Context: an optimization exercise on an open-source flow, tuned for small area and a short achievable clock period. The choices shown serve that exercise and are no tape-out recipe.
Only simulation tests tie the RTL to the original design; equivalence was not proved.
No activity file was given, so power comes from the tool's default toggle rates.

## flow/config.mk

```make
export PLATFORM = sky130hd
export DESIGN_NAME = bru_bht
export DESIGN_NICKNAME = bru_bht
export VERILOG_FILES = /design/flow/design.v
export SDC_FILE = /design/flow/constraint.sdc
export NUM_CORES = 4
export LEC_CHECK = 0
export CAP_MARGIN = 20
export CORE_MARGIN = 2
export CORE_UTILIZATION = 50
export CTS_BUF_LIST = sky130_fd_sc_hd__clkbuf_8
export SETUP_SLACK_MARGIN = 5
export SLEW_MARGIN = 20
export SYNTH_HIERARCHICAL = 1
export SYNTH_MINIMUM_KEEP_SIZE = 0
```

## flow/design.v

```verilog
package bru_pkg;
  localparam logic [2:0] F3_BEQ  = 3'b000;
  localparam logic [2:0] F3_BNE  = 3'b001;
  localparam logic [2:0] F3_BLT  = 3'b100;
  localparam logic [2:0] F3_BGE  = 3'b101;
  localparam logic [2:0] F3_BLTU = 3'b110;
  localparam logic [2:0] F3_BGEU = 3'b111;
  localparam logic [1:0] CNT_SNT = 2'b00;
  localparam logic [1:0] CNT_WNT = 2'b01;
  localparam logic [1:0] CNT_WT  = 2'b10;
  localparam logic [1:0] CNT_ST  = 2'b11;
  typedef enum logic {S_INIT, S_RUN} state_t;
  function automatic logic [1:0] sat_update(input logic [1:0] cnt, input logic taken);
    logic [1:0] res;
    res = cnt;
    if (taken) begin
      if (cnt != CNT_ST) res = cnt + 2'd1;
    end else begin
      if (cnt != CNT_SNT) res = cnt - 2'd1;
    end
    sat_update = res;
  endfunction
endpackage
module bru_cmp #(
  parameter int XLEN = 32
) (
  input  logic [XLEN-1:0] rs1,
  input  logic [XLEN-1:0] rs2,
  output logic            eq,
  output logic            lt,
  output logic            ltu
);
  localparam int N = XLEN - 1;
  localparam int LVL = $clog2(N);
  logic [N-1:0] g [LVL+1];
  logic [N-1:0] e [LVL+1];
  assign g[0] = ~rs1[N-1:0] & rs2[N-1:0];
  assign e[0] = ~(rs1[N-1:0] ^ rs2[N-1:0]);
  for (genvar l = 0; l < LVL; l++) begin : g_lvl
    localparam int W = (N + (1 << l) - 1) >> l;    
    for (genvar j = 0; j < N; j++) begin : g_grp
      if (2*j+1 < W) begin : g_pair
        assign g[l+1][j] = g[l][2*j+1] | (e[l][2*j+1] & g[l][2*j]);
        assign e[l+1][j] = e[l][2*j+1] & e[l][2*j];
      end else if (2*j < W) begin : g_pass
        assign g[l+1][j] = g[l][2*j];
        assign e[l+1][j] = e[l][2*j];
      end else begin : g_zero
        assign g[l+1][j] = 1'b0;
        assign e[l+1][j] = 1'b0;
      end
    end
  end
  logic s_eq;
  assign s_eq = ~(rs1[N] ^ rs2[N]);
  assign eq  = s_eq & e[LVL][0];
  assign ltu = (~rs1[N] & rs2[N]) | (s_eq & g[LVL][0]);
  assign lt  = (rs1[N] & ~rs2[N]) | (s_eq & g[LVL][0]);
endmodule
module bru_bht #(
  parameter int XLEN      = 32,
  parameter int BHT_DEPTH = 64,
  parameter int TAG_W     = 8
) (
  input  logic            clk_i,
  input  logic            rst_i,
  input  logic [XLEN-1:0] if_pc_i,
  output logic            if_pred_taken_o,
  output logic [XLEN-1:0] if_pred_target_o,
  input  logic            ex_valid_i,
  input  logic [XLEN-1:0] ex_pc_i,
  input  logic [XLEN-1:0] rs1_data_i,
  input  logic [XLEN-1:0] rs2_data_i,
  input  logic            is_br_i,
  input  logic            is_uncbr_i,
  input  logic [2:0]      funct3_i,
  input  logic [XLEN-1:0] ex_target_i,
  input  logic            ex_pred_taken_i,
  input  logic [XLEN-1:0] ex_pred_target_i,
  output logic            true_br_decision_o,
  output logic            mispredict_o,
  output logic [XLEN-1:0] redirect_pc_o,
  output logic            busy_o
);
  localparam int IDX_W = $clog2(BHT_DEPTH);
  localparam logic [IDX_W-1:0] LAST_IDX = IDX_W'(BHT_DEPTH - 1);
  logic [1:0]       cnt_mem   [BHT_DEPTH];
  logic [TAG_W-1:0] tag_mem   [BHT_DEPTH];
  logic [XLEN-1:0]  tgt_mem   [BHT_DEPTH];
  logic             init_q;
  logic [IDX_W-1:0] ptr_q;
  logic             eq, lt, ltu, taken;
  logic [IDX_W-1:0] if_idx, ex_idx;
  logic [TAG_W-1:0] if_tag, ex_tag;
  logic             upd_en, tt_en;
  logic [1:0]       cnt_new;
  localparam int IW = XLEN - 2;
  localparam int IL = $clog2(IW);
  function automatic logic [XLEN-1:0] pc_plus4(input logic [XLEN-1:0] pc);
    logic [IW-1:0] p [IL+1];
    logic [XLEN-1:0] r;
    p[0] = pc[XLEN-1:2];
    for (int l = 0; l < IL; l++)
      for (int i = 0; i < IW; i++)
        p[l+1][i] = (i >= (1 << l)) ? (p[l][i] & p[l][i-(1<<l)]) : p[l][i];
    r[1:0] = pc[1:0];
    r[2]   = ~pc[2];
    for (int i = 1; i < IW; i++) r[i+2] = pc[i+2] ^ p[IL][i-1];
    pc_plus4 = r;
  endfunction
  logic [XLEN-1:0] if_pc4, ex_pc4;
  assign if_pc4 = pc_plus4(if_pc_i);
  assign ex_pc4 = pc_plus4(ex_pc_i);
  bru_cmp #(.XLEN(XLEN)) u_cmp (
    .rs1 (rs1_data_i),
    .rs2 (rs2_data_i),
    .eq  (eq),
    .lt  (lt),
    .ltu (ltu)
  );
  logic s_eq, s_ne, s_lt, s_ge, s_ltu, s_geu, tgt_ne;
  assign s_eq  = is_br_i & (funct3_i == bru_pkg::F3_BEQ);
  assign s_ne  = is_br_i & (funct3_i == bru_pkg::F3_BNE);
  assign s_lt  = is_br_i & (funct3_i == bru_pkg::F3_BLT);
  assign s_ge  = is_br_i & (funct3_i == bru_pkg::F3_BGE);
  assign s_ltu = is_br_i & (funct3_i == bru_pkg::F3_BLTU);
  assign s_geu = is_br_i & (funct3_i == bru_pkg::F3_BGEU);
  assign taken = is_uncbr_i | (eq ? s_eq : s_ne) | (lt ? s_lt : s_ge) | (ltu ? s_ltu : s_geu);
  assign tgt_ne             = (ex_pred_target_i != ex_target_i);
  assign true_br_decision_o = taken;
  assign mispredict_o       = ex_valid_i & (taken ? (~ex_pred_taken_i | tgt_ne) : ex_pred_taken_i);
  assign redirect_pc_o      = taken ? ex_target_i : ex_pc4;
  assign busy_o = rst_i | init_q;
  assign if_idx = if_pc_i[IDX_W+1:2];
  assign if_tag = if_pc_i[IDX_W+TAG_W+1:IDX_W+2];
  assign ex_idx = ex_pc_i[IDX_W+1:2];
  assign ex_tag = ex_pc_i[IDX_W+TAG_W+1:IDX_W+2];
  localparam int NG = BHT_DEPTH / 8;
  localparam int RW = XLEN + 1;                    
  logic [7:0]           if_lo, ex_lo;
  logic [NG-1:0]        if_hi, ex_hi;
  logic [BHT_DEPTH-1:0] ex_dec;
  logic [BHT_DEPTH-1:0] match;
  logic [XLEN-1:0]      rd_tgt;
  logic                 rd_hit;
  logic [1:0]           rd_cnt_ex;
  logic [NG*RW-1:0]     if_grp;
  logic [NG*2-1:0]      ex_grp;
  always_comb begin
    for (int j = 0; j < 8; j++) begin
      if_lo[j] = (if_idx[2:0] == 3'(j));
      ex_lo[j] = (ex_idx[2:0] == 3'(j));
    end
    for (int g = 0; g < NG; g++) begin
      if_hi[g] = (if_idx[IDX_W-1:3] == (IDX_W-3)'(g));
      ex_hi[g] = (ex_idx[IDX_W-1:3] == (IDX_W-3)'(g));
    end
    for (int i = 0; i < BHT_DEPTH; i++) begin
      ex_dec[i] = ex_lo[i % 8] & ex_hi[i / 8];
      match[i]  = cnt_mem[i][1] & (tag_mem[i] == if_tag);
    end
  end
  for (genvar g = 0; g < NG; g++) begin : g_grp
    logic [8*RW-1:0] if_d;
    logic [8*2-1:0]  ex_d;
    for (genvar j = 0; j < 8; j++) begin : g_ent
      assign if_d[j*RW +: RW] = {match[8*g+j], tgt_mem[8*g+j]};
      assign ex_d[j*2 +: 2]   = cnt_mem[8*g+j];
    end
    bru_sel8 #(.W(RW)) u_if (.sel(if_lo), .d(if_d), .y(if_grp[g*RW +: RW]));
    bru_sel8 #(.W(2))  u_ex (.sel(ex_lo), .d(ex_d), .y(ex_grp[g*2 +: 2]));
  end
  bru_sel8 #(.W(RW)) u_if_fin (.sel(if_hi), .d(if_grp), .y({rd_hit, rd_tgt}));
  bru_sel8 #(.W(2))  u_ex_fin (.sel(ex_hi), .d(ex_grp), .y(rd_cnt_ex));
  assign if_pred_taken_o  = ~busy_o & rd_hit;
  assign if_pred_target_o = if_pred_taken_o ? rd_tgt : if_pc4;
  always_ff @(posedge clk_i) begin
    if (rst_i) begin
      init_q <= 1'b1;
      ptr_q  <= '0;
    end else if (init_q) begin
      ptr_q  <= ptr_q + 1'b1;
      if (ptr_q == LAST_IDX) init_q <= 1'b0;
    end
  end
  assign upd_en  = ex_valid_i & ~busy_o & (is_br_i | is_uncbr_i);
  assign tt_en   = upd_en & taken;
  assign cnt_new = is_uncbr_i ? bru_pkg::CNT_ST : bru_pkg::sat_update(rd_cnt_ex, taken);
  logic [1:0] cnt_wd;
  assign cnt_wd = rst_i ? bru_pkg::CNT_WNT : cnt_new;
  always_ff @(posedge clk_i) begin
    for (int i = 0; i < BHT_DEPTH; i++) begin
      if (rst_i | (upd_en & ex_dec[i])) cnt_mem[i] <= cnt_wd;
      if (tt_en & ex_dec[i]) begin
        tag_mem[i] <= ex_tag;
        tgt_mem[i] <= ex_target_i;
      end
    end
  end
endmodule
module bru_sel8 #(
  parameter int W = 1
) (
  input  logic [7:0]     sel,
  input  logic [8*W-1:0] d,
  output logic [W-1:0]   y
);
  always_comb begin
    y = '0;
    for (int j = 0; j < 8; j++) y = y | ({W{sel[j]}} & d[j*W +: W]);
  end
endmodule
```

## flow/constraint.sdc

```tcl
create_clock -name core_clock -period 12.0 [get_ports {clk_i}]
set_input_delay 2.4000 -clock core_clock [delete_from_list [all_inputs] [get_ports {clk_i}]]
set_output_delay 2.4000 -clock core_clock [all_outputs]
set_load 0.01 [all_outputs]
```

## flow/run.sh

```bash
#!/bin/bash
# synth_recipe.tcl (not shown) runs the flow's synth.tcl, then flattens the netlist and writes it again
# the make line also repeats each setting of config.mk as NAME=value (left out here)
make -C /OpenROAD-flow-scripts/flow DESIGN_CONFIG=/design/flow/config.mk WORK_HOME=/design/flow/orfs CLKGATE_MAP_FILE= SYNTH_SCRIPT=/design/flow/synth_recipe.tcl finish
```

==> results.toml, run 1 <==
[place]
gp_congestion = 0.850
port_buffers = 268
hpwl_um = 193000
dpl_cell_area_um2 = 112000

[status]
status = "finished clean"

[power_and_ir_drop]
switchingPower_mw = 4.52
irDropWorstVdd_mv = 0.128
intPower_mw = 14.4
power_frac_comb_pct = 7.4
netSwitchingFraction_pct = 23.9
clockPowerShare_pct = 37.6
powerDensity_nw_per_um2 = 149
pwr-share-seq_pct = 55.1
total_leakage_power_nw = 40.5

[cells_and_area]
final_common_cell = "edfxtp_1"
fillers = 16100
nNetsFinal = 7134
drive_above_1_share_pct = 25.4
register_area_um2 = 80900
syn_to_final_growth_pct = 18.1
post-route-cell-area_um2 = 127000
layout_common_cells = "edfxtp_1, a22oi_1, clkbuf_8, nand4_1, xor2_1"
multi_input_area_um2 = 25100

[synthesis]
synth_top_cell_area_share_pct = 75.3
ys.flop_type = "edfxtp_1"
synth_cell_types = 55
yosysSeqAreaShare_pct = 75.4
synth-seq-cells = 2695
synth_top_area_cell = "edfxtp_1"
avgSynthCellArea_um2 = 17.7
synth_edf_count = 2688
synthTopCellsByArea = "edfxtp_1, a22oi_1, a22oi_2"
postSynthCellCount = 6070
netlist_area_um2 = 107000
synth-async-reset-ratio_pct = 0
syn-num-nets = 6317
ys_warn_count = 17

[clock_tree]
cts-root-buf = "clkbuf_8"
cts.clk_slew.worst_paths_ns = 0.06
cts.path.max_buffers = 4
htree_levels = 5
cts_sinks = 2695
cts_made_buffers = 444
clk_latency_ns = 1.07
cts_tree = "yes"
cts-hold-fix-buffers = 0

[setup_path]
required_ns = 9.60
setup.worst_path.start_class = "input port"
crit_type = "in2out"
cp_data_arrival_time_ns = 5.42
r2r_setup_slack_ns = 7.32
cp_max_fo = 6
worst_setup_path_end_kind = "output pin"

[global_route]
grt_pass1_vias = 64500
grt_max_degree = 75
overflow = 0
antenna_found_initial = 14
grt_usage_pct = 35.3
grt_pass1_wl_um = 528000

[routing]
dr.pass1.iters = 6
routed_wl_um = 389000
avgRoutedWirePerCell_um = 38.8
final_antenna_net_count = 0
via_count = 66500
drt_iter0_markers = 10100
via_per_inst = 6.62
drc = 0

[timing]
fin_crit_sh_pct = 65.1
skew_ns = 0.0536
hold_viol = 0
tns_ns = 0
rsz0062_at_grt = "true"
finalSetupViolations = 0
relSlewSlack_pct = 19.3
fmax_mhz = 128
hold_slack_ns = 0.503
tightest_slew_ns = 1.21
drv_slew = 0
min_period_ns = 7.82

[die]
rows = 170
die_x_um = 467
core_um2 = 214000
ios = 269
die_area_um2 = 218000
initial_core_util_pct = 50.1
die_h_um = 467

[worst_hold_path]
hp-class = "reg2reg"

[flow_run]
maxCapViolCount = 0
-- synthesized netlist by cell type (all sizes together), types with 3 or more instances --
cell type	n
nor3	7
ha	46
o21ai	63
nor2b	6
nor4	104
a22oi	1260
clkbuf	32
nor2	94
nand3	65
nand4	383
and4	4
nand3b	4
nor3b	3
and3	53
xnor2	228
mux2	4
nand2	106
or3	4
inv	55
and2	9
xor2	372
edfxtp	2688
nand2b	3
a21oi	21
dfxtp	7
o21bai	64
buf	367
-- final cells by class --
| class | instances | area share, % |
|---|---|---|
| antenna | 7 | 0.0138 |
| clock buffer | 448 | 4.87 |
| clock inverter | 307 | 1.06 |
| inverter | 55 | 0.210 |
| multi-input combinational | 2925 | 19.8 |
| sequential | 2695 | 63.8 |
| tap | 2838 | 2.80 |
| timing repair buffer | 765 | 7.40 |
| timing repair inverter | 1 | 0.0128 |
-- logic make-up after synthesis --
group	share of synthesized area, %
flops	75.4
compound gates	11.0
simple gates	4.50
xor+xnor	4.90
buf+inv	3.61
fa+ha+maj	0.547
mux	0.0607
-- state kept, by name, summed over array words and instances, names as in the netlist --
register / flops
tag_mem: 512
init_q: 1
cnt_mem: 128
ptr_q: 6
tgt_mem: 2048
-- timing repair --
item / 4_1_cts / 5_1_grt
setup endpoints to repair: 1564 / 67
pin swaps: 157 / 82
resized for setup: 1085 / 150
gates cloned: 78 / 1
setup buffers: 158 / 33
-- worst paths after layout --
| kind | from | cells past startpoint | to |
|---|---|---|---|
| max reg2reg | init_q$_SDFF_PP1_ | 7 | tgt_mem[38][8]$_DFFE_PP_ |
| max | if_pc_i[3] | 16 | if_pred_target_o[1] |
| min | ptr_q[5]$_SDFFE_PP0P_ | 2 | ptr_q[5]$_SDFFE_PP0P_ |
| min reg2reg | ptr_q[5]$_SDFFE_PP0P_ | 2 | ptr_q[5]$_SDFFE_PP0P_ |
-- per-layer routing --
layer  up-vias  global-route usage (%)  part of all wire (%)  wire, um
met5         -                       0                 0.023        91
met3       975                    8.71                    12     44900
met1     34300                    46.7                    37    143000
met2      4797                    54.1                    46    177000
met4        14                    18.7                   6.2     24100
li1      26400                       -                     -         -
-- critical path, stage by stage --
cell and delay [ns]:
buf_12 0.11, inv_8 0.04, ha_4 0.16, nor2b_4 0.14
buf_6 0.13, buf_16 0.14, buf_16 0.15, buf_4 0.16
buf_4 0.13, a22oi_2 0.15, nand4_1 0.19, a22oi_2 0.55
nand4_1 0.49, nand2_2 0.22, nand2_4 0.09, buf_6 0.13
-- through the flow --
| stage | std cells | util, % | power [mW] | setup WS [ns] |
|---|---|---|---|---|
| global placement | 9003 | 52.4 | 11.7 | 1.86 |
| global route | 10000 | 59.2 | 19.4 | 4.29 |
| CTS | 9998 | 58.8 | 18.9 | 4.33 |
| floorplan | 6070 | - | 11.2 | 4.97 |
| detailed placement | 9007 | 52.4 | 11.7 | 1.91 |
| finish | 10000 | 59.2 | 18.9 | 4.18 |
-- power by group through the flow --
stage	clock network, mW	logic [mW]	registers (mW)
2_1_floorplan	0	0.549	10.6
3_3_place_gp	0	1.06	10.6
3_5_place_dp	0	1.07	10.6
4_1_cts	7.16	1.33	10.4
5_1_grt	7.59	1.43	10.4
6_report	7.12	1.39	10.4
==> inputs of run 2 (changes only) <==
--- a/flow/design.v
+++ b/flow/design.v
@@ -120,14 +120,21 @@
   );
-  logic s_eq, s_ne, s_lt, s_ge, s_ltu, s_geu, tgt_ne;
-  assign s_eq  = is_br_i & (funct3_i == bru_pkg::F3_BEQ);
-  assign s_ne  = is_br_i & (funct3_i == bru_pkg::F3_BNE);
-  assign s_lt  = is_br_i & (funct3_i == bru_pkg::F3_BLT);
-  assign s_ge  = is_br_i & (funct3_i == bru_pkg::F3_BGE);
-  assign s_ltu = is_br_i & (funct3_i == bru_pkg::F3_BLTU);
-  assign s_geu = is_br_i & (funct3_i == bru_pkg::F3_BGEU);
-  assign taken = is_uncbr_i | (eq ? s_eq : s_ne) | (lt ? s_lt : s_ge) | (ltu ? s_ltu : s_geu);
+  localparam int NTK = XLEN / 8;
+  localparam int TK_MIS = NTK;
+  localparam int TK_UPD = NTK + 1;
+  logic [NTK+1:0] tk;
+  logic           tgt_ne;
+  for (genvar c = 0; c < NTK + 2; c++) begin : g_tk
+    bru_taken u_tk (
+      .eq (eq), .lt (lt), .ltu (ltu),
+      .is_br (is_br_i), .is_uncbr (is_uncbr_i), .funct3 (funct3_i),
+      .taken (tk[c])
+    );
+  end
+  assign taken              = tk[TK_UPD];
   assign tgt_ne             = (ex_pred_target_i != ex_target_i);
-  assign true_br_decision_o = taken;
-  assign mispredict_o       = ex_valid_i & (taken ? (~ex_pred_taken_i | tgt_ne) : ex_pred_taken_i);
-  assign redirect_pc_o      = taken ? ex_target_i : ex_pc4;
+  assign true_br_decision_o = tk[TK_MIS];
+  assign mispredict_o       = ex_valid_i & (tk[TK_MIS] ? (~ex_pred_taken_i | tgt_ne) : ex_pred_taken_i);
+  for (genvar k = 0; k < XLEN; k++) begin : g_red
+    assign redirect_pc_o[k] = tk[k / 8] ? ex_target_i[k] : ex_pc4[k];
+  end
   assign busy_o = rst_i | init_q;
@@ -138,9 +145,10 @@
   localparam int NG = BHT_DEPTH / 8;
-  localparam int RW = XLEN + 1;                    
+  localparam int NH = XLEN / 8;                    
+  localparam int RW = XLEN + NH;                   
   logic [7:0]           if_lo, ex_lo;
   logic [NG-1:0]        if_hi, ex_hi;
-  logic [BHT_DEPTH-1:0] ex_dec;
+  logic [BHT_DEPTH-1:0] if_dec, ex_dec;
   logic [BHT_DEPTH-1:0] match;
   logic [XLEN-1:0]      rd_tgt;
-  logic                 rd_hit;
+  logic [NH-1:0]        rd_hit, pred;
   logic [1:0]           rd_cnt_ex;
@@ -158,2 +166,3 @@
     for (int i = 0; i < BHT_DEPTH; i++) begin
+      if_dec[i] = if_lo[i % 8] & if_hi[i / 8];
       ex_dec[i] = ex_lo[i % 8] & ex_hi[i / 8];
@@ -166,12 +175,15 @@
     for (genvar j = 0; j < 8; j++) begin : g_ent
-      assign if_d[j*RW +: RW] = {match[8*g+j], tgt_mem[8*g+j]};
+      assign if_d[j*RW +: RW] = {{NH{match[8*g+j]}}, tgt_mem[8*g+j]};
       assign ex_d[j*2 +: 2]   = cnt_mem[8*g+j];
     end
-    bru_sel8 #(.W(RW)) u_if (.sel(if_lo), .d(if_d), .y(if_grp[g*RW +: RW]));
+    bru_sel8 #(.W(RW)) u_if (.sel(if_dec[8*g +: 8]), .d(if_d), .y(if_grp[g*RW +: RW]));
     bru_sel8 #(.W(2))  u_ex (.sel(ex_lo), .d(ex_d), .y(ex_grp[g*2 +: 2]));
   end
-  bru_sel8 #(.W(RW)) u_if_fin (.sel(if_hi), .d(if_grp), .y({rd_hit, rd_tgt}));
+  bru_or8 #(.W(RW)) u_if_fin (.d(if_grp), .y({rd_hit, rd_tgt}));
   bru_sel8 #(.W(2))  u_ex_fin (.sel(ex_hi), .d(ex_grp), .y(rd_cnt_ex));
-  assign if_pred_taken_o  = ~busy_o & rd_hit;
-  assign if_pred_target_o = if_pred_taken_o ? rd_tgt : if_pc4;
+  assign pred            = {NH{~busy_o}} & rd_hit;
+  assign if_pred_taken_o = pred[0];
+  for (genvar k = 0; k < XLEN; k++) begin : g_ptgt
+    assign if_pred_target_o[k] = pred[k / 8] ? rd_tgt[k] : if_pc4[k];
+  end
   always_ff @(posedge clk_i) begin
@@ -212 +224,30 @@
 endmodule
+module bru_or8 #(
+  parameter int W = 1
+) (
+  input  logic [8*W-1:0] d,
+  output logic [W-1:0]   y
+);
+  always_comb begin
+    y = '0;
+    for (int j = 0; j < 8; j++) y = y | d[j*W +: W];
+  end
+endmodule
+module bru_taken (
+  input  logic       eq,
+  input  logic       lt,
+  input  logic       ltu,
+  input  logic       is_br,
+  input  logic       is_uncbr,
+  input  logic [2:0] funct3,
+  output logic       taken
+);
+  logic s_eq, s_ne, s_lt, s_ge, s_ltu, s_geu;
+  assign s_eq  = is_br & (funct3 == bru_pkg::F3_BEQ);
+  assign s_ne  = is_br & (funct3 == bru_pkg::F3_BNE);
+  assign s_lt  = is_br & (funct3 == bru_pkg::F3_BLT);
+  assign s_ge  = is_br & (funct3 == bru_pkg::F3_BGE);
+  assign s_ltu = is_br & (funct3 == bru_pkg::F3_BLTU);
+  assign s_geu = is_br & (funct3 == bru_pkg::F3_BGEU);
+  assign taken = is_uncbr | (eq ? s_eq : s_ne) | (lt ? s_lt : s_ge) | (ltu ? s_ltu : s_geu);
+endmodule
--- a/flow/config.mk
+++ b/flow/config.mk
@@ -10,3 +10,5 @@
 export CORE_UTILIZATION = 50
-export CTS_BUF_LIST = sky130_fd_sc_hd__clkbuf_8
+export CTS_BUF_LIST = sky130_fd_sc_hd__clkbuf_16
+export CTS_CLUSTER_DIAMETER = 100
+export CTS_CLUSTER_SIZE = 30
 export SETUP_SLACK_MARGIN = 5
==> run 2 against run 1 <==
  * Still clean on timing, DRC and antenna
  * Final cell count fell by 4.7%
  * Sequential cell count unchanged
  * Combinational power shrank 15%
  * Clock skew fell by 0.021 ns
  * Die area down 0.86%
  * Worst setup slack improved by 0.097 ns
  * Core utilization shrank 1.6 points
  * Wire length fell by 11%
  * Fmax is 1.3% higher
  * Clock-buffer cell count shrank 342
  * Register-to-register slack better by 0.76 ns
==> results.toml, run 2 <==
[flow_run]
maxCapViolCount = 0

[clock_tree]
htree_levels = 3
cts-root-buf = "clkbuf_16"
cts_made_buffers = 103
cts.clk_slew.worst_paths_ns = 0.12
cts.path.max_buffers = 3
cts_sinks = 2695
cts_tree = "yes"
clk_latency_ns = 0.83

[synthesis]
synth_edf_count = 2688
synth_cell_types = 51
synthTopCellsByArea = "edfxtp_1, a22oi_1, xor2_1"
yosysSeqAreaShare_pct = 76.0
netlist_area_um2 = 106000
synth.cells.most_frequent = "edfxtp_1, a22oi_1, nand4_1"
ys.flop_type = "edfxtp_1"
ys_warn_count = 18
synth-seq-cells = 2695
synth_top_area_cell = "edfxtp_1"
postSynthCellCount = 6183
yosysMostFrequentCell = "edfxtp_1"
synth_top_cell_area_share_pct = 75.9
syn-num-nets = 6430
avgSynthCellArea_um2 = 17.2
synth-async-reset-ratio_pct = 0

[setup_path]
worst_setup_path_end_kind = "output pin"
required_ns = 9.60
reg2reg_to = "tgt_mem[60][5]$_DFFE_PP_"
r2r_setup_slack_ns = 8.08
rr_startpoint = "init_q$_SDFF_PP1_"
worstRegToRegCells = 8
crit_buf_inv = 4
slowest_delay_ns = 0.39
setup.worst_path.start_class = "input port"
crit_family = "simple AND/OR/NAND/NOR gates"
cp_data_arrival_time_ns = 5.32
crit_chain = "buf_16, buf_16, buf_12, xor2_2, nor4_2, nand3_2, nor4_4, a22oi_2, nand4_1, nor4_4, nand2_4, nand2_4, a21oi_1, clkdlybuf4s15_1"
crit_type = "in2out"
crit_slowest_cell = "nor4_4"
cp_max_fo = 8

[die]
initial_core_util_pct = 50.2
rows = 169
die_x_um = 465
die_area_um2 = 216000
die_h_um = 465
core_um2 = 212000
ios = 269

[worst_hold_path]
min_from = "ptr_q[5]$_SDFFE_PP0P_"
min_to = "ptr_q[5]$_SDFFE_PP0P_"
hp-class = "reg2reg"
hold_depth = 2

[place]
hpwl_um = 205000
port_buffers = 268
gp_congestion = 0.913

[routing]
final_antenna_net_count = 0
drc = 0
dr.pass1.iters = 7
routed_wl_um = 345000
via_per_inst = 6.57
via_count = 62900
avgRoutedWirePerCell_um = 36.0
drt_iter0_markers = 10200

[cells_and_area]
nNetsFinal = 6967
fin_util_pct = 57.7
largest_register = "tgt_mem"
largest_register_ffs = 2048
reg.largest.list = "tgt_mem x2048, tag_mem x512, cnt_mem x128"
fillers = 15900
final_common_cell = "edfxtp_1"
syn_to_final_growth_pct = 14.8
layout_common_cells = "edfxtp_1, a22oi_1, nand4_1, buf_4, xor2_1"
drive_above_1_share_pct = 20.5

[timing]
relSlewSlack_pct = 21.1
drv_slew = 0
tns_ns = 0
finalSetupViolations = 0
hold_viol = 0
fmax_mhz = 130
fin_crit_sh_pct = 64.3
rsz0062_at_grt = "true"
skew_ns = 0.0328
tightest_slew_ns = 1.18
min_period_ns = 7.72

[power_and_ir_drop]
irDropWorstVdd_mv = 0.177
powerDensity_nw_per_um2 = 131
power_mw = 16.0
total_leakage_power_nw = 37.6

[global_route]
grt_max_degree = 75
overflow = 0
grt_pass1_vias = 60500
grt_pass1_wl_um = 476000
grt_usage_pct = 31.3
antenna_found_initial = 20

[status]
status = "finished clean"
==> run 2: changes by cell type in the layout (fill, tap and decap cells not counted), sizes merged, moves of 10 or more <==
cell	before	now
clkbuf	460	111
inv	211	61
clkinv	142	13
nor2	94	179
nor4	104	170
buf	598	653
a22oi	1260	1224
xnor2	228	260
nand2	106	134
xor2	372	351
bufbuf	40	22
a21oi	21	32
o21ai	64	54
==> run 2: repair_timing <==
item,CTS,global route
buffers inserted,199,45
pin swaps,226,85
resized for setup,1221,172
hold buffers,0,0
cloned,46,3
setup endpoints to repair,67,67
==> run 2: routing by layer <==
| layer | global-route usage (%) | part of all wire, % |
|---|---|---|
| met1 | 43.0 | 38 |
| met3 | 4.80 | 9.3 |
| met2 | 49.9 | 47 |
| met4 | 13.8 | 5.3 |
| met5 | 0 | 0.0046 |
==> run 2: worst register-to-register path, cell delays in order, from the launching register on <==
cell	delay [ns]
dfxtp_1	0.41
nor2_2	0.13
buf_4	0.46
inv_1	0.26
nor2_1	0.33
nand3_1	0.51
buf_4	0.45
nor2_4	0.40
buf_4	0.55
==> run 2: cell families (layout without fill, tap and decap cells) <==
group / count (synthesis) / count (layout) / synth area share, %
xor+xnor: 611 / 611 / 5.03
simple gates: 1011 / 1017 / 5.26
other cells: 0 / 4 / 0
buf+inv: 415 / 970 / 3.35
flops: 2695 / 2695 / 76.0
compound gates: 1387 / 1389 / 9.59
fa+ha+maj: 46 / 46 / 0.541
mux: 18 / 18 / 0.181
==> run 2: how the worst max path moves through the flow <==
stage	depth (start not counted)	start	endpoint
3_3_place_gp	13	if_pc_i[2]	if_pred_target_o[15]
5_1_grt	16	if_pc_i[13]	if_pred_target_o[29]
4_1_cts	14	if_pc_i[15]	if_pred_target_o[7]
2_1_floorplan	14	if_pc_i[11]	if_pred_target_o[29]
6_report	14	if_pc_i[10]	if_pred_target_o[17]
3_5_place_dp	13	if_pc_i[2]	if_pred_target_o[29]
==> run 2: area by class of cell <==
class | instances | area (um^2) | area share [%]
Sequential cell | 2695 | 80900 | 66.3
Multi-Input combinational cell | 3081 | 26100 | 21.4
Timing Repair Buffer | 787 | 8380 | 6.87
Tap cell | 2821 | 3530 | 2.89
Clock buffer | 106 | 2650 | 2.17
Clock inverter | 25 | 278 | 0.228
Inverter | 52 | 223 | 0.183
Antenna cell | 4 | 10.0 | 0.00820
==> run 2: modules after synthesis (local to each module, per instance), excerpt <==
module | flip-flops and latches | cells
bru_taken | 0 | 7
bru_bht | 2695 | 4126
==> run 2: where the power goes <==
group,total [mW],switching (mW),internal [mW]
sequential,10.4,0.0200,10.4
combinational,1.18,0.780,0.402
clock,4.46,2.81,1.65
==> run 2: stage by stage <==
step	area [um^2]	hold WS (ns)	setup WS, ns	instances
after floorplan	107000	0.454	5.00	6183
after global placement	112000	0.467	1.67	9142
after detailed placement	112000	0.494	1.65	9143
after CTS	121000	0.513	4.31	9519
after global routing	122000	0.549	4.27	9570
final	122000	0.514	4.28	9571
==> inputs of run 3 (changes only) <==
--- a/flow/design.v
+++ b/flow/design.v
@@ -135,5 +135,11 @@
   assign true_br_decision_o = tk[TK_MIS];
-  assign mispredict_o       = ex_valid_i & (tk[TK_MIS] ? (~ex_pred_taken_i | tgt_ne) : ex_pred_taken_i);
-  for (genvar k = 0; k < XLEN; k++) begin : g_red
-    assign redirect_pc_o[k] = tk[k / 8] ? ex_target_i[k] : ex_pc4[k];
+  bru_mux2 #(.W(1)) u_mis (
+    .s (tk[TK_MIS]),
+    .a (ex_valid_i & (~ex_pred_taken_i | tgt_ne)),
+    .b (ex_valid_i & ex_pred_taken_i),
+    .y (mispredict_o)
+  );
+  for (genvar c = 0; c < NTK; c++) begin : g_red
+    bru_mux2 #(.W(8)) u_mux (
+      .s(tk[c]), .a(ex_target_i[8*c +: 8]), .b(ex_pc4[8*c +: 8]), .y(redirect_pc_o[8*c +: 8]));
   end
@@ -168,3 +174,3 @@
       ex_dec[i] = ex_lo[i % 8] & ex_hi[i / 8];
-      match[i]  = cnt_mem[i][1] & (tag_mem[i] == if_tag);
+      match[i]  = ~busy_o & cnt_mem[i][1] & (tag_mem[i] == if_tag);
     end
@@ -183,6 +189,7 @@
   bru_sel8 #(.W(2))  u_ex_fin (.sel(ex_hi), .d(ex_grp), .y(rd_cnt_ex));
-  assign pred            = {NH{~busy_o}} & rd_hit;
+  assign pred            = rd_hit;
   assign if_pred_taken_o = pred[0];
-  for (genvar k = 0; k < XLEN; k++) begin : g_ptgt
-    assign if_pred_target_o[k] = pred[k / 8] ? rd_tgt[k] : if_pc4[k];
+  for (genvar c = 0; c < NH; c++) begin : g_ptgt
+    bru_mux2 #(.W(8)) u_mux (
+      .s(pred[c]), .a(rd_tgt[8*c +: 8]), .b(if_pc4[8*c +: 8]), .y(if_pred_target_o[8*c +: 8]));
   end
@@ -230,6 +237,58 @@
 );
-  always_comb begin
-    y = '0;
-    for (int j = 0; j < 8; j++) y = y | d[j*W +: W];
-  end
+  logic [4*W-1:0] n;
+  for (genvar p = 0; p < 4; p++) begin : g_pair
+    bru_nor2 #(.W(W)) u_nor (.a(d[(2*p)*W +: W]), .b(d[(2*p+1)*W +: W]), .y(n[p*W +: W]));
+  end
+  bru_nand4 #(.W(W)) u_nand (.a(n[0 +: W]), .b(n[W +: W]), .c(n[2*W +: W]), .d(n[3*W +: W]), .y(y));
+endmodule
+module bru_nor2 #(
+  parameter int W = 1
+) (
+  input  logic [W-1:0] a,
+  input  logic [W-1:0] b,
+  output logic [W-1:0] y
+);
+  assign y = ~(a | b);
+endmodule
+module bru_nand4 #(
+  parameter int W = 1
+) (
+  input  logic [W-1:0] a,
+  input  logic [W-1:0] b,
+  input  logic [W-1:0] c,
+  input  logic [W-1:0] d,
+  output logic [W-1:0] y
+);
+  assign y = ~(a & b & c & d);
+endmodule
+module bru_mux2 #(
+  parameter int W = 1
+) (
+  input  logic         s,
+  input  logic [W-1:0] a,
+  input  logic [W-1:0] b,
+  output logic [W-1:0] y
+);
+  logic [W-1:0] pa_n, pb_n;
+  bru_nand2 #(.W(W)) u_pa (.a({W{s}}), .b(a), .y(pa_n));
+  bru_orn2  #(.W(W)) u_pb (.a({W{s}}), .b(b), .y(pb_n));
+  bru_nand2 #(.W(W)) u_y  (.a(pa_n), .b(pb_n), .y(y));
+endmodule
+module bru_nand2 #(
+  parameter int W = 1
+) (
+  input  logic [W-1:0] a,
+  input  logic [W-1:0] b,
+  output logic [W-1:0] y
+);
+  assign y = ~(a & b);
+endmodule
+module bru_orn2 #(
+  parameter int W = 1
+) (
+  input  logic [W-1:0] a,
+  input  logic [W-1:0] b,
+  output logic [W-1:0] y
+);
+  assign y = a | ~b;
 endmodule
@@ -245,2 +304,3 @@
   logic s_eq, s_ne, s_lt, s_ge, s_ltu, s_geu;
+  logic t_eq_n, t_lt_n, t_ltu_n;
   assign s_eq  = is_br & (funct3 == bru_pkg::F3_BEQ);
@@ -251,3 +311,14 @@
   assign s_geu = is_br & (funct3 == bru_pkg::F3_BGEU);
-  assign taken = is_uncbr | (eq ? s_eq : s_ne) | (lt ? s_lt : s_ge) | (ltu ? s_ltu : s_geu);
-endmodule
+  bru_mux2i u_eq  (.s(eq),  .a(s_eq),  .b(s_ne),  .y(t_eq_n));
+  bru_mux2i u_lt  (.s(lt),  .a(s_lt),  .b(s_ge),  .y(t_lt_n));
+  bru_mux2i u_ltu (.s(ltu), .a(s_ltu), .b(s_geu), .y(t_ltu_n));
+  bru_nand4 #(.W(1)) u_or (.a(t_eq_n), .b(t_lt_n), .c(t_ltu_n), .d(~is_uncbr), .y(taken));
+endmodule
+module bru_mux2i (
+  input  logic s,
+  input  logic a,
+  input  logic b,
+  output logic y
+);
+  assign y = ~(s ? a : b);
+endmodule
--- a/flow/config.mk
+++ b/flow/config.mk
@@ -9,6 +9,7 @@
 export CORE_MARGIN = 2
-export CORE_UTILIZATION = 50
+export CORE_UTILIZATION = 60
 export CTS_BUF_LIST = sky130_fd_sc_hd__clkbuf_16
-export CTS_CLUSTER_DIAMETER = 100
-export CTS_CLUSTER_SIZE = 30
+export CTS_CLUSTER_DIAMETER = 80
+export CTS_CLUSTER_SIZE = 24
+export PLACE_DENSITY = 0.68
 export SETUP_SLACK_MARGIN = 5
==> run 3 against run 2 <==
  * Power rose by 3.4%
  * Die area fell by 16%
  * Via count rose by 3.4%
  * Largest power group unchanged
==> results.toml, run 3 <==
[cells_and_area]
drive_above_1_share_pct = 20.0
fillers = 11700
final_common_cell = "edfxtp_1"
layout_common_cells = "edfxtp_1, a22oi_1, xnor2_1, nand4_1, buf_4"
largest_register = "tgt_mem"
syn_to_final_growth_pct = 13.9
reg.largest.list = "tgt_mem x2048, tag_mem x512, cnt_mem x128"
nNetsFinal = 7171
largest_register_ffs = 2048

[clock_tree]
clk_latency_ns = 0.84
cts-hold-fix-buffers = 0
htree_levels = 4
cts-root-buf = "clkbuf_16"
cts.path.max_buffers = 3
cts_sinks = 2695
cts.clk_slew.worst_paths_ns = 0.09
cts_made_buffers = 136
cts_tree = "yes"

[routing]
via_count = 65000
drt_iter0_markers = 10400
dr.pass1.iters = 9
drc = 0
routed_wl_um = 332000
final_antenna_net_count = 0
avgRoutedWirePerCell_um = 35.6
via_per_inst = 6.96

[setup_path]
cp_common_cell = "nand4_1"
cp_data_arrival_time_ns = 5.08
crit_type = "in2out"
startpoint = "if_pc_i[3]"
setup.worst_path.start_class = "input port"
crit_slowest_cell = "nand4_1"
rr_startpoint = "init_q$_SDFF_PP1_"
worst_setup_path_end_kind = "output pin"
cp_max_fo = 36
crit_buf_inv = 4
slowest_delay_ns = 0.41
crit_family = "simple AND/OR/NAND/NOR gates"
required_ns = 9.60
crit_chain = "buf_12, buf_4, ha_4, nand2_8, nor2_2, buf_8, a22oi_2, nand4_1, nor2_4, nand4_1, nand2_1, nand2_2, buf_6"

[synthesis]
synth_edf_count = 2688
yosysSeqAreaShare_pct = 75.3
synth_top_cell_area_share_pct = 75.2
synth-seq-cells = 2695
postSynthCellCount = 6409
synthTopCellsByArea = "edfxtp_1, a22oi_1, xnor2_1"
ys.flop_type = "edfxtp_1"
syn-num-nets = 6656
synth_top_area_cell = "edfxtp_1"
ys_warn_count = 17
synth_cell_types = 54
synth-async-reset-ratio_pct = 0
synth.cells.most_frequent = "edfxtp_1, a22oi_1, xnor2_1"
yosysMostFrequentCell = "edfxtp_1"
avgSynthCellArea_um2 = 16.8
netlist_area_um2 = 107000

[flow_run]
maxCapViolCount = 0

[power_and_ir_drop]
power_mw = 16.6
powerDensity_nw_per_um2 = 136
irDropWorstVdd_mv = 0.154
total_leakage_power_nw = 37.7

[global_route]
grt_pass1_vias = 61400
grt_max_degree = 67
antenna_found_initial = 22
overflow = 0
grt_pass1_wl_um = 460000
grt_usage_pct = 36.1

[place]
port_buffers = 268
gp_congestion = 0.927
hpwl_um = 198000

[timing]
fmax_mhz = 134
finalSetupViolations = 0
rsz0062_at_grt = "true"
hold_viol = 0
skew_ns = 0.0356
fin_crit_sh_pct = 62.3
min_period_ns = 7.48
drv_slew = 0
relSlewSlack_pct = 5.45
tns_ns = 0
tightest_slew_ns = 1.41

[die]
core_um2 = 178000
die_area_um2 = 182000
die_h_um = 427
die_x_um = 427
initial_core_util_pct = 60.3
ios = 269
rows = 155

[worst_hold_path]
min_from = "ptr_q[5]$_SDFFE_PP0P_"
hp-class = "reg2reg"

[status]
status = "finished clean"
[run 3: final cells by class]
type	count	area (um^2)	share of cell area, %
Antenna cell	21	52.6	0.0430
Clock buffer	139	3480	2.84
Tap cell	2355	2950	2.41
Multi-Input combinational cell	3297	26500	21.7
Inverter	65	260	0.213
Timing Repair Buffer	729	7800	6.38
Clock inverter	39	379	0.310
Sequential cell	2695	80900	66.1
[run 3: path summary, 6_finish.rpt]
check | to | slack [ns] | depth (start not counted)
worst max-delay path | if_pred_target_o[28] | 4.52 | 13
worst min-delay path | ptr_q[5]$_SDFFE_PP0P_ | 0.49 | 2
worst max register to register | tgt_mem[63][8]$_DFFE_PP_ | 8.62 | 7
worst min register to register | ptr_q[5]$_SDFFE_PP0P_ | 0.49 | 2
[run 3: through the flow]
stage                     setup WS, ns  instance area [um^2]  util [%]  cells  hold WS (ns)
after floorplan                   5.01                107000         -   6409         0.454
after global placement            2.46                112000      63.0   8908         0.468
after detailed placement          2.38                112000      63.0   8908         0.476
after CTS                         4.60                121000      68.0   9278         0.489
after global routing              4.53                122000      68.7   9323         0.523
final                             4.52                122000      68.7   9340         0.488
[run 3: metal layers]
layer / vias to the layer above / wire [um] / global-route usage, %
li1: 26600 / - / -
met1: 33200 / 118000 / 48.4
met2: 4470 / 155000 / 56.1
met3: 711 / 40800 / 8.08
met4: 2 / 19300 / 18.5
met5: - / 13 / 0
[run 3: report_power, final]
group / internal, mW / switching [mW]
combinational: 0.375 / 0.733
sequential: 10.4 / 0.0245
clock: 2.17 / 2.90
total: 12.9 / 3.66
[run 3: repair_timing]
action                                 in CTS  in global routing
buffers inserted                          155                 34
resized for setup                        1157                169
pin swaps                                 229                160
endpoints found under the hold margin       0                  0
setup endpoints to repair                  67                 67
gates cloned                               37                  7
[run 3: cell families after synthesis]
group / synth area share [%]
xor gates and xnor gates: 4.91
DFF: 75.3
buffers and inverters: 3.34
AOI/OAI and AO/OA: 9.16
and+or+nand+nor: 6.54
muxes: 0.177
adders and majority gates: 0.555
[run 3: per-module statistics from Yosys (local to each module, per instance), a selection]
module     cell area [um^2]  cells inside  copies in the design  flip-flops and latches
bru_taken              76.3             7                     6                       0
bru_bht               90200          4061                     1                    2695
bru_mux2i              10.0             1                    18                       0
[run 3: worst register-to-register path: cells and delay by family (launching register included)]
kind,cells,cell delay (ns)
buffers and inverters,3,1.11
AND/OR/NAND/NOR,4,1.37
flip-flops,1,0.53
==> inputs of run 4 (changes only) <==
--- a/flow/design.v
+++ b/flow/design.v
@@ -153,4 +153,5 @@
   localparam int RW = XLEN + NH;                   
-  logic [7:0]           if_lo, ex_lo;
-  logic [NG-1:0]        if_hi, ex_hi;
+  logic [7:0]           ex_lo;
+  logic [NG-1:0]        ex_hi;
+  logic [7:0]           if_lo_n, if_hi_n;
   logic [BHT_DEPTH-1:0] if_dec, ex_dec;
@@ -164,3 +165,2 @@
     for (int j = 0; j < 8; j++) begin
-      if_lo[j] = (if_idx[2:0] == 3'(j));
       ex_lo[j] = (ex_idx[2:0] == 3'(j));
@@ -168,3 +168,2 @@
     for (int g = 0; g < NG; g++) begin
-      if_hi[g] = (if_idx[IDX_W-1:3] == (IDX_W-3)'(g));
       ex_hi[g] = (ex_idx[IDX_W-1:3] == (IDX_W-3)'(g));
@@ -172,3 +171,2 @@
     for (int i = 0; i < BHT_DEPTH; i++) begin
-      if_dec[i] = if_lo[i % 8] & if_hi[i / 8];
       ex_dec[i] = ex_lo[i % 8] & ex_hi[i / 8];
@@ -177,2 +175,7 @@
   end
+  bru_pdec3 u_if_lo (.a(if_idx[2:0]), .y_n(if_lo_n));
+  bru_pdec3 u_if_hi (.a(if_idx[5:3]), .y_n(if_hi_n));
+  for (genvar g = 0; g < NG; g++) begin : g_dec
+    bru_nor2 #(.W(8)) u_dec (.a(if_lo_n), .b({8{if_hi_n[g]}}), .y(if_dec[8*g +: 8]));
+  end
   for (genvar g = 0; g < NG; g++) begin : g_grp
@@ -324 +327,9 @@
 endmodule
+module bru_pdec3 (
+  input  logic [2:0] a,
+  output logic [7:0] y_n
+);
+  always_comb begin
+    for (int j = 0; j < 8; j++) y_n[j] = ~(a == 3'(j));
+  end
+endmodule
==> run 4 against run 3 <==
  * Via count shrank 2.1%
  * Wire length shrank 4.9%
  * Worst setup slack lost 0.043 ns
  * Clock power shrank 3%
  * Fmax shrank 0.58%
  * Critical path type unchanged
  * Critical endpoint is now if_pred_target_o[24]
==> results.toml, run 4 <==
[setup_path]
slowest_delay_ns = 0.41
required_ns = 9.60
setup.worst_path.start_class = "input port"
worstRegToRegCells = 9
cp_max_fo = 30
crit_slowest_cell = "nand4_1"
cp_data_arrival_time_ns = 5.12
worst_setup_path_end_kind = "output pin"
crit_type = "in2out"
crit_chain = "buf_4, nand3b_1, buf_4, buf_12, nor2_4, buf_8, a22oi_1, nand4_1, nor2_1, nand4_1, nand2_1, nand2_2, buf_6"

[clock_tree]
cts-root-buf = "clkbuf_16"
cts_made_buffers = 133
cts_sinks = 2695
clk_latency_ns = 0.84
cts_tree = "yes"
cts.path.max_buffers = 3
htree_levels = 4
cts.clk_slew.worst_paths_ns = 0.08

[synthesis]
ys_warn_count = 18
synth_edf_count = 2688
synth_top_area_cell = "edfxtp_1"
yosysSeqAreaShare_pct = 75.4
synth-async-reset-ratio_pct = 0
synth.cells.most_frequent = "edfxtp_1, a22oi_1, xnor2_1"
avgSynthCellArea_um2 = 16.8
synth-seq-cells = 2695
synth_cell_types = 53
ys.flop_type = "edfxtp_1"
yosysMostFrequentCell = "edfxtp_1"
synthTopCellsByArea = "edfxtp_1, a22oi_1, xnor2_1"
postSynthCellCount = 6380
netlist_area_um2 = 107000
synth_top_cell_area_share_pct = 75.3
syn-num-nets = 6622

[routing]
via_count = 63600
drc = 0
avgRoutedWirePerCell_um = 34.1
final_antenna_net_count = 0
drt_iter0_markers = 9247
via_per_inst = 6.86
routed_wl_um = 316000
dr.pass1.iters = 10

[flow_run]
maxCapViolCount = 0

[power_and_ir_drop]
powerDensity_nw_per_um2 = 136
total_leakage_power_nw = 37.2
irDropWorstVdd_mv = 0.174

[global_route]
grt_pass1_vias = 60500
grt_usage_pct = 34.4
overflow = 0
grt_max_degree = 67
grt_pass1_wl_um = 441000
antenna_found_initial = 19

[timing]
rsz0062_at_grt = "true"
min_period_ns = 7.52
finalSetupViolations = 0
skew_ns = 0.0255
fmax_mhz = 133
hold_viol = 0
drv_slew = 0
tightest_slew_ns = 1.06
relSlewSlack_pct = 29.2
fin_crit_sh_pct = 62.7
tns_ns = 0

[die]
rows = 155
die_x_um = 427
die_h_um = 427
die_area_um2 = 182000
initial_core_util_pct = 60.2
core_um2 = 178000
ios = 269

[worst_hold_path]
hp-class = "reg2reg"
hold_depth = 2

[cells_and_area]
drive_above_1_share_pct = 19.0
largest_register_ffs = 2048
syn_to_final_growth_pct = 12.7
layout_common_cells = "edfxtp_1, a22oi_1, xnor2_1, nand4_1, buf_4"
nNetsFinal = 7116
largest_register = "tgt_mem"
reg.largest.list = "tgt_mem x2048, tag_mem x512, cnt_mem x128"
fin_util_pct = 67.9
final_common_cell = "edfxtp_1"

[place]
gp_congestion = 0.933
hpwl_um = 190000
port_buffers = 268

[status]
status = "finished clean"
-- run 4: cell count changes after synthesis, moves of 5 or more --
cell and change:
xnor2_1 +48, xor2_1 -47, clkbuf_1 -15, nor4_1 -15
nand4_1 +13, inv_1 -8, buf_2 +7, or3b_1 +6
ha_1 -5, nand2_1 -5
-- run 4: kinds of logic (layout without fill, tap and decap cells) --
group | Yosys count | count (layout) | share of synthesized area (%)
multiplexers | 19 | 19 | 0.177
AND/OR/NAND/NOR | 1297 | 1299 | 6.52
buffers and inverters | 406 | 934 | 3.28
adder cells (fa/ha/maj) | 43 | 43 | 0.497
XOR/XNOR | 603 | 603 | 4.93
AO/OA/AOI/OAI | 1317 | 1317 | 9.18
flip-flops | 2695 | 2695 | 75.4
other | 0 | 8 | 0
-- run 4: metal layers --
layer	GRT usage, %	share of wire, %	up-vias
li1	-	-	26500
met1	46.8	36	32500
met2	54.2	47	3968
met3	6.37	11	652
met4	16.8	5.8	0
met5	0	0	-
-- run 4: final cells by class --
type                    count  area, um^2
multi-input cells        3281       26000
inverters                  56         213
repair buffers            707        7080
fillers                 11800       57200
flip-flops and latches   2695       80900
diodes                      8        20.0
well taps                2355        2950
clock inverters            34         259
clock buffers             137        3430
-- run 4: through the flow --
stage          hold slack, ns  total power, mW  area (um^2)  cells  worst slack, ns
2_1_floorplan           0.454             11.0       107000   6380             5.01
3_3_place_gp            0.465             11.5       112000   8884             2.51
3_5_place_dp            0.482             11.5       112000   8884             2.45
4_1_cts                 0.493             16.3       120000   9213             4.47
5_1_grt                 0.518             16.8       121000   9266             4.50
6_report                0.497             16.4       121000   9273             4.48
-- run 4: worst max-delay path: cells and delay by family --
family          cells  cell delay (ns)
simple gates        7             1.57
compound gates      1             0.25
buf+inv             5             0.87
-- run 4: path summary, 6_finish.rpt --
| kind | slack [ns] | endpoint | from |
|---|---|---|---|
| max | 4.48 | if_pred_target_o[24] | if_pc_i[5] |
| min | 0.50 | ptr_q[5]$_SDFFE_PP0P_ | ptr_q[5]$_SDFFE_PP0P_ |
| max reg2reg | 8.09 | tgt_mem[10][16]$_DFFE_PP_ | init_q$_SDFF_PP1_ |
| min reg2reg | 0.50 | ptr_q[5]$_SDFFE_PP0P_ | ptr_q[5]$_SDFFE_PP0P_ |
-- run 4: power breakdown --
part	switching, mW	leakage (nW)	internal (mW)
clock network	2.83	1.82	2.09
registers	0.0232	24.2	10.4
logic	0.704	11.1	0.363
-- run 4: Yosys stat by module, one instance, submodules excluded, excerpt --
| module | cell area, um^2 | copies in the design |
|---|---|---|
| bru_taken | 76.3 | 6 |
| bru_bht | 89700 | 1 |
| bru_pdec3 | 60.1 | 2 |
| bru_mux2i | 10.0 | 18 |
-- run 4: what timing repair did --
item | 4_1_cts | 5_1_grt
hold buffers | 0 | 0
setup endpoints to repair | 67 | 67
pin swaps | 144 | 98
endpoints found under the hold margin | 0 | 0
resized for setup | 1057 | 178
buffers inserted | 138 | 49
cloned | 20 | 3
==> inputs of run 5 (changes only) <==
--- a/flow/config.mk
+++ b/flow/config.mk
@@ -14,3 +14,3 @@
 export PLACE_DENSITY = 0.68
-export SETUP_SLACK_MARGIN = 5
+export SETUP_SLACK_MARGIN = 4.7
 export SLEW_MARGIN = 20
==> run 5 against run 4 <==
  * Synthesized cell count stayed put
  * Area after synthesis stayed put
  * Highest routed layer is now met5
  * Worst setup slack better by 0.041 ns
==> results.toml, run 5 <==
[synthesis]
synth-async-reset-ratio_pct = 0
synth_edf_count = 2688
synth_top_cell_area_share_pct = 75.3
synth-seq-cells = 2695
synth_cell_types = 53
avgSynthCellArea_um2 = 16.8
postSynthCellCount = 6380
syn-num-nets = 6622
netlist_area_um2 = 107000
yosysSeqAreaShare_pct = 75.4
ys.flop_type = "edfxtp_1"
synthTopCellsByArea = "edfxtp_1, a22oi_1, xnor2_1"
yosysMostFrequentCell = "edfxtp_1"
synth_top_area_cell = "edfxtp_1"
synth.cells.most_frequent = "edfxtp_1, a22oi_1, xnor2_1"
ys_warn_count = 18

[timing]
drv_slew = 0
tns_ns = 0
fin_crit_sh_pct = 62.3
rsz0062_at_grt = "true"
fmax_mhz = 134
fin_ws_ns = 4.52
finalSetupViolations = 0
min_period_ns = 7.48
tightest_slew_ns = 1.10
skew_ns = 0.0352
hold_slack_ns = 0.535
hold_viol = 0
relSlewSlack_pct = 26.5

[power_and_ir_drop]
total_leakage_power_nw = 38.4
irDropWorstVdd_mv = 0.142
power_mw = 16.7
powerDensity_nw_per_um2 = 135

[global_route]
grt_max_degree = 74
antenna_found_initial = 16
grt_usage_pct = 36.5
overflow = 0
grt_pass1_wl_um = 463000
grt_pass1_vias = 61900

[routing]
final_antenna_net_count = 0
via_count = 65800
routed_wl_um = 338000
drt_iter0_markers = 10700
dr.pass1.iters = 6
avgRoutedWirePerCell_um = 35.9
drc = 0
via_per_inst = 6.99

[flow_run]
maxCapViolCount = 0

[setup_path]
rr_startpoint = "init_q$_SDFF_PP1_"
reg2reg_to = "tgt_mem[29][21]$_DFFE_PP_"
setup.worst_path.start_class = "input port"
crit_path_end = "if_pred_target_o[5]"
cp_data_arrival_time_ns = 5.08
crit_chain = "buf_12, buf_16, nand3b_1, buf_6, buf_4, nor2_4, buf_4, a22oi_1, nand4_1, nor2_4, nand4_1, nand2_1, nand2_1, buf_2"
crit_type = "in2out"
slowest_delay_ns = 0.50
r2r_setup_slack_ns = 8.15
startpoint = "if_pc_i[2]"
required_ns = 9.60
worst_setup_path_end_kind = "output pin"
worstRegToRegCells = 9
crit_slowest_cell = "nand4_1"
cp_max_fo = 12

[cells_and_area]
reg.largest.list = "tgt_mem x2048, tag_mem x512, cnt_mem x128"
drive_above_1_share_pct = 20.8
fillers = 11400
final_common_cell = "edfxtp_1"
layout_common_cells = "edfxtp_1, a22oi_1, xnor2_1, nand4_1, buf_4"
largest_register_ffs = 2048
nNetsFinal = 7239
syn_to_final_growth_pct = 15.0
post-route-cell-area_um2 = 123000
largest_register = "tgt_mem"

[die]
initial_core_util_pct = 60.2
die_x_um = 427
die_h_um = 427
die_area_um2 = 182000
rows = 155
ios = 269
core_um2 = 178000

[status]
status = "finished clean"

[clock_tree]
cts.path.max_buffers = 3
clk_latency_ns = 0.85
cts-root-buf = "clkbuf_16"
cts_made_buffers = 137
cts-hold-fix-buffers = 0
cts_tree = "yes"
htree_levels = 4
cts.clk_slew.worst_paths_ns = 0.09
cts_sinks = 2695

[place]
dp_slack_ns = 2.29
hpwl_um = 195000
dpl_cell_area_um2 = 112000
port_buffers = 268
gp_congestion = 0.958

[worst_hold_path]
hp-class = "reg2reg"
-- run 5: cell count changes in the layout (fill, tap and decap cells not counted), moves of 39 or more --
cell and delta:
buf_4 +55, a22oi_1 -54, a22oi_2 +54, buf_12 +49, nor2_4 +46, buf_6 -39
-- run 5: metrics by stage --
stage,std cells,util [%]
floorplan,6380,-
global placement,8875,62.8
detailed placement,8875,62.9
CTS,9332,68.3
global route,9404,69.2
finish,9407,69.2
-- run 5: where the power goes --
| part | switching, mW | internal [mW] | total (mW) |
|---|---|---|---|
| registers | 0.0251 | 10.4 | 10.4 |
| logic | 0.725 | 0.367 | 1.09 |
| clock network | 2.93 | 2.23 | 5.16 |
-- run 5: worst max-delay path: cells and delay by family --
| kind | cells | cell delay, ns |
|---|---|---|
| and+or+nand+nor | 7 | 1.53 |
| AOI/OAI and AO/OA | 1 | 0.20 |
| buffers and inverters | 6 | 0.92 |
-- run 5: area by class of cell --
cell class / count / area [um^2] / area share (%)
Sequential cell: 2695 / 80900 / 65.6
Multi-Input combinational cell: 3288 / 26300 / 21.3
Timing Repair Buffer: 819 / 8940 / 7.25
Clock buffer: 138 / 3450 / 2.80
Tap cell: 2355 / 2950 / 2.39
Clock inverter: 52 / 553 / 0.449
Inverter: 56 / 210 / 0.171
Antenna cell: 4 / 10.0 / 0.00812
-- run 5: modules after synthesis, one instance, submodules excluded, excerpt --
module	area, um^2	copies in the design
bru_taken	76.3	6
bru_pdec3	60.1	2
bru_bht	89700	1
bru_mux2i	10.0	18
-- run 5: cell families (layout without fill, tap and decap cells) --
family	count (synthesis)	in the layout	share of synthesized area, %
other	0	4	0
adder cells (fa/ha/maj)	43	43	0.497
flip-flops	2695	2695	75.4
AND/OR/NAND/NOR	1297	1306	6.52
multiplexers	19	19	0.177
AO/OA/AOI/OAI	1317	1317	9.18
buffers and inverters	406	1065	3.28
XOR/XNOR	603	603	4.93
-- run 5: worst min path at each step --
stage,slack [ns],from,depth (start not counted),end
floorplan,0.45,ptr_q[5]$_SDFFE_PP0P_,2,ptr_q[5]$_SDFFE_PP0P_
global placement,0.47,ptr_q[5]$_SDFFE_PP0P_,2,ptr_q[5]$_SDFFE_PP0P_
detailed placement,0.50,ptr_q[5]$_SDFFE_PP0P_,2,ptr_q[5]$_SDFFE_PP0P_
CTS,0.52,ptr_q[5]$_SDFFE_PP0P_,2,ptr_q[5]$_SDFFE_PP0P_
global route,0.54,ptr_q[5]$_SDFFE_PP0P_,2,ptr_q[5]$_SDFFE_PP0P_
finish,0.54,ptr_q[5]$_SDFFE_PP0P_,2,ptr_q[5]$_SDFFE_PP0P_
-- run 5: repair_timing --
item,4_1_cts,5_1_grt
gates resized for setup,977,295
setup endpoints to repair,67,67
pin swaps,270,210
cloned,41,7
setup buffers,226,64
-- run 5: metal layers --
layer	GRT usage, %	share of wire, %	vias up
met1	48.2	35	33400
li1	-	-	26800
met4	20.3	6.7	8
met5	0	0.017	-
met3	8.93	13	851
met2	56.0	46	4743
==> inputs of run 6 (changes only) <==
--- a/flow/config.mk
+++ b/flow/config.mk
@@ -9,3 +9,3 @@
 export CORE_MARGIN = 2
-export CORE_UTILIZATION = 60
+export CORE_UTILIZATION = 55
 export CTS_BUF_LIST = sky130_fd_sc_hd__clkbuf_16
@@ -13,4 +13,4 @@
 export CTS_CLUSTER_SIZE = 24
-export PLACE_DENSITY = 0.68
-export SETUP_SLACK_MARGIN = 4.7
+export PLACE_DENSITY = 0.64
+export SETUP_SLACK_MARGIN = 5
 export SLEW_MARGIN = 20
==> run 6 against run 5 <==
  * Still clean
  * Clock skew is 0.0072 ns lower
  * Worst setup slack worse by 0.025 ns
  * Clock-buffer cell count is 2 lower
  * Combinational power hardly changed
  * Area after synthesis stayed put
==> results.toml, run 6 <==
[status]
status = "finished clean"

[setup_path]
crit_buf_inv = 7
rr_startpoint = "init_q$_SDFF_PP1_"
slowest_delay_ns = 0.50
crit_path_end = "if_pred_target_o[31]"
reg2reg_to = "tgt_mem[0][11]$_DFFE_PP_"
cp_data_arrival_time_ns = 5.11
cp_max_fo = 14
crit_slowest_cell = "nand4_1"
setup.worst_path.start_class = "input port"
worstRegToRegCells = 7
required_ns = 9.60
startpoint = "if_pc_i[7]"
cp.depth = 15
r2r_setup_slack_ns = 8.69
crit_chain = "buf_12, nand3b_1, buf_6, clkbuf_16, buf_4, nor2_4, buf_12, buf_6, a22oi_1, nand4_1, nor2_4, nand4_1, nand2_2, nand2_1, buf_2"
crit_type = "in2out"
worst_setup_path_end_kind = "output pin"
crit_family = "simple AND/OR/NAND/NOR gates"

[clock_tree]
cts.clk_slew.worst_paths_ns = 0.09
cts_made_buffers = 135
cts-root-buf = "clkbuf_16"
cts_tree = "yes"
clk_latency_ns = 0.84
cts.path.max_buffers = 3
htree_levels = 4
cts_sinks = 2695

[die]
rows = 162
initial_core_util_pct = 55.2
die_x_um = 446
die_h_um = 446
die_area_um2 = 198000
ios = 269
core_um2 = 194000

[synthesis]
synth_top_cell_area_share_pct = 75.3
synth-simple-area-share_pct = 6.52
synth-compound-area-share_pct = 9.18
synthAdderAreaFrac_pct = 0.497
synth-async-reset-ratio_pct = 0
netlist_area_um2 = 107000
synthTopCellsByArea = "edfxtp_1, a22oi_1, xnor2_1"
synth_cell_types = 53
synth.cells.most_frequent = "edfxtp_1, a22oi_1, xnor2_1"
yosysMostFrequentCell = "edfxtp_1"
ys.flop_type = "edfxtp_1"
syn-num-nets = 6622
synthMuxAreaShare_pct = 0.177
synth_edf_count = 2688
synth-seq-cells = 2695
postSynthCellCount = 6380
synth_xor_area_share_pct = 4.93
avgSynthCellArea_um2 = 16.8
synth_top_family_by_area = "compound AO/OA/AOI/OAI gates"
synth_top_area_cell = "edfxtp_1"
ys_warn_count = 18
yosysSeqAreaShare_pct = 75.4

[routing]
via_count = 63900
avgRoutedWirePerCell_um = 34.0
final_antenna_net_count = 0
drt_iter0_markers = 8706
drc = 0
dr.pass1.iters = 7
via_per_inst = 6.66
routed_wl_um = 326000

[global_route]
overflow = 0
grt_max_degree = 72
grt_pass1_wl_um = 454000
antenna_found_initial = 18
grt_usage_pct = 32.4
grt_pass1_vias = 61200

[timing]
fin_ws_ns = 4.49
hold_viol = 0
min_period_ns = 7.51
finalSetupViolations = 0
skew_ns = 0.0280
drv_slew = 0
fmax_mhz = 133
rsz0062_at_grt = "true"
tns_ns = 0
fin_crit_sh_pct = 62.5
tightest_slew_ns = 1.10
relSlewSlack_pct = 26.3

[cells_and_area]
layout_common_cells = "edfxtp_1, a22oi_1, xnor2_1, nand4_1, buf_4"
fillers = 13700
nNetsFinal = 7248
largest_register = "tgt_mem"
drive_above_1_share_pct = 20.5
largest_register_ffs = 2048
syn_to_final_growth_pct = 14.4
fin_util_pct = 63.1
final_common_cell = "edfxtp_1"
reg.largest.list = "tgt_mem x2048, tag_mem x512, cnt_mem x128"

[power_and_ir_drop]
total_leakage_power_nw = 38.0
irDropWorstVdd_mv = 0.158
power_mw = 16.6
powerDensity_nw_per_um2 = 135

[place]
dp_slack_ns = 2.16
gp_congestion = 0.911
port_buffers = 268
hpwl_um = 194000

[flow_run]
maxCapViolCount = 0

[worst_hold_path]
hp-class = "reg2reg"
hold_depth = 2
## run 6: changes by cell type in the layout (fill, tap and decap cells not counted), sizes merged
cell,before,now
buf,651,679
clkbuf,178,150
dlygate4sd2,15,28
dlymetal6s2s,13,0
inv,84,74
nor2,308,318
bufbuf,17,9
or3b,8,12
bufinv,4,1
clkdlybuf4s50,75,77
clkinv,18,20
clkinvlp,2,4
clkdlybuf4s15,8,9
diode,4,5
## run 6: worst min path at each step
stage                                      from               endpoint  slack [ns]
after floorplan           ptr_q[5]$_SDFFE_PP0P_  ptr_q[5]$_SDFFE_PP0P_        0.45
after global placement    ptr_q[5]$_SDFFE_PP0P_  ptr_q[5]$_SDFFE_PP0P_        0.46
after detailed placement  ptr_q[5]$_SDFFE_PP0P_  ptr_q[5]$_SDFFE_PP0P_        0.48
after CTS                 ptr_q[5]$_SDFFE_PP0P_  ptr_q[5]$_SDFFE_PP0P_        0.49
after global routing      ptr_q[5]$_SDFFE_PP0P_  ptr_q[5]$_SDFFE_PP0P_        0.54
final                     ptr_q[5]$_SDFFE_PP0P_  ptr_q[5]$_SDFFE_PP0P_        0.49
## run 6: power by group
group	switching (mW)	internal (mW)
logic	0.717	0.380
clock network	2.95	2.12
registers	0.0213	10.4
## run 6: through the flow
stage                     instance area, um^2  cells  hold WS, ns
after detailed placement               112000   9093        0.478
after floorplan                        107000   6380        0.454
after global routing                   123000   9593        0.544
final                                  123000   9595        0.492
after global placement                 112000   9091        0.463
after CTS                              121000   9518        0.490
## run 6: logic make-up (layout without fill, tap and decap cells)
family | count (synthesis) | count (layout)
flops | 2695 | 2695
compound gates | 1317 | 1317
simple gates | 1297 | 1320
xor+xnor | 603 | 603
buf+inv | 406 | 1051
fa+ha+maj | 43 | 43
mux | 19 | 19
other cells | 0 | 5
## run 6: layout make-up
type / instances / area (um^2) / area share [%]
diodes: 5 / 12.5 / 0.0102
clock buffers: 136 / 3400 / 2.77
clock inverters: 43 / 432 / 0.352
inverters: 56 / 215 / 0.175
multi-input cells: 3302 / 26300 / 21.4
flip-flops and latches: 2695 / 80900 / 65.9
well taps: 2542 / 3180 / 2.59
repair buffers: 816 / 8280 / 6.75
## run 6: worst min-delay path, delay by kind of cell, from the launching register on
family	cells	cell delay, ns
compound gates	2	0.13
flops	1	0.32
## run 6: per-module statistics from Yosys (local to each module, per instance), excerpt
module / cells / area (um^2) / flip-flops and latches
bru_mux2i: 1 / 10.0 / 0
bru_bht: 3952 / 89700 / 2695
bru_pdec3: 8 / 60.1 / 0
bru_taken: 7 / 76.3 / 0
## run 6: per-layer routing
layer / up-vias / wire length [um] / global-route usage (%)
li1: 26800 / - / -
met1: 33100 / 122000 / 44.3
met2: 3539 / 156000 / 51.6
met3: 513 / 32900 / 5.58
met4: 6 / 15200 / 14.0
met5: - / 50 / 0
## run 6: timing repair
action                                  4_1_cts  5_1_grt
buffers inserted                            204       68
hold buffers                                  0        0
pin swaps                                   197      118
endpoints found under the setup margin       67       67
gates cloned                                 42        4
gates resized for setup                    1070      208

-- static timing again, ports no longer ideal --
How much do the figures lean on ideal ports? The routed layouts below were timed once more, with nothing changed but the port constraints. Step 1 sets driving cells, clkbuf_16 on the clock port and buf_2 on the other inputs (assumed; they add their load-dependent delay and slew). Step 2 adds t to the input delays and takes it off the output delays; t is the mean of the earliest and latest rising clock arrival at the registers after step 1. Input paths then give back, and output paths get back, about the clock's delay inside the block. a / b / c = no drivers / after step 1 / after step 2; a / b = the first two.
| run | t (ns) | setup WS [ns] | worst setup path after step 2 | worst register clock-pin slew, ns |
|---|---|---|---|---|
| run 1 | 1.160 | 4.183 / 4.062 / 4.062 | input to output | 0.07 / 0.07 |
| run 2 | 0.911 | 4.280 / 4.035 / 4.035 | input to output | 0.12 / 0.12 |
| run 3 | 0.916 | 4.522 / 4.347 / 4.347 | input to output | 0.10 / 0.10 |
| run 4 | 0.922 | 4.479 / 4.232 / 4.232 | input to output | 0.10 / 0.10 |
| run 5 | 0.928 | 4.520 / 4.356 / 4.356 | input to output | 0.10 / 0.10 |
| run 6 | 0.919 | 4.494 / 4.336 / 4.336 | input to output | 0.10 / 0.10 |
After both steps every run listed still meets setup and hold. The setup slack of run 4, which loses most, moves by -0.247 ns with the drivers and by -0.247 ns with both steps.
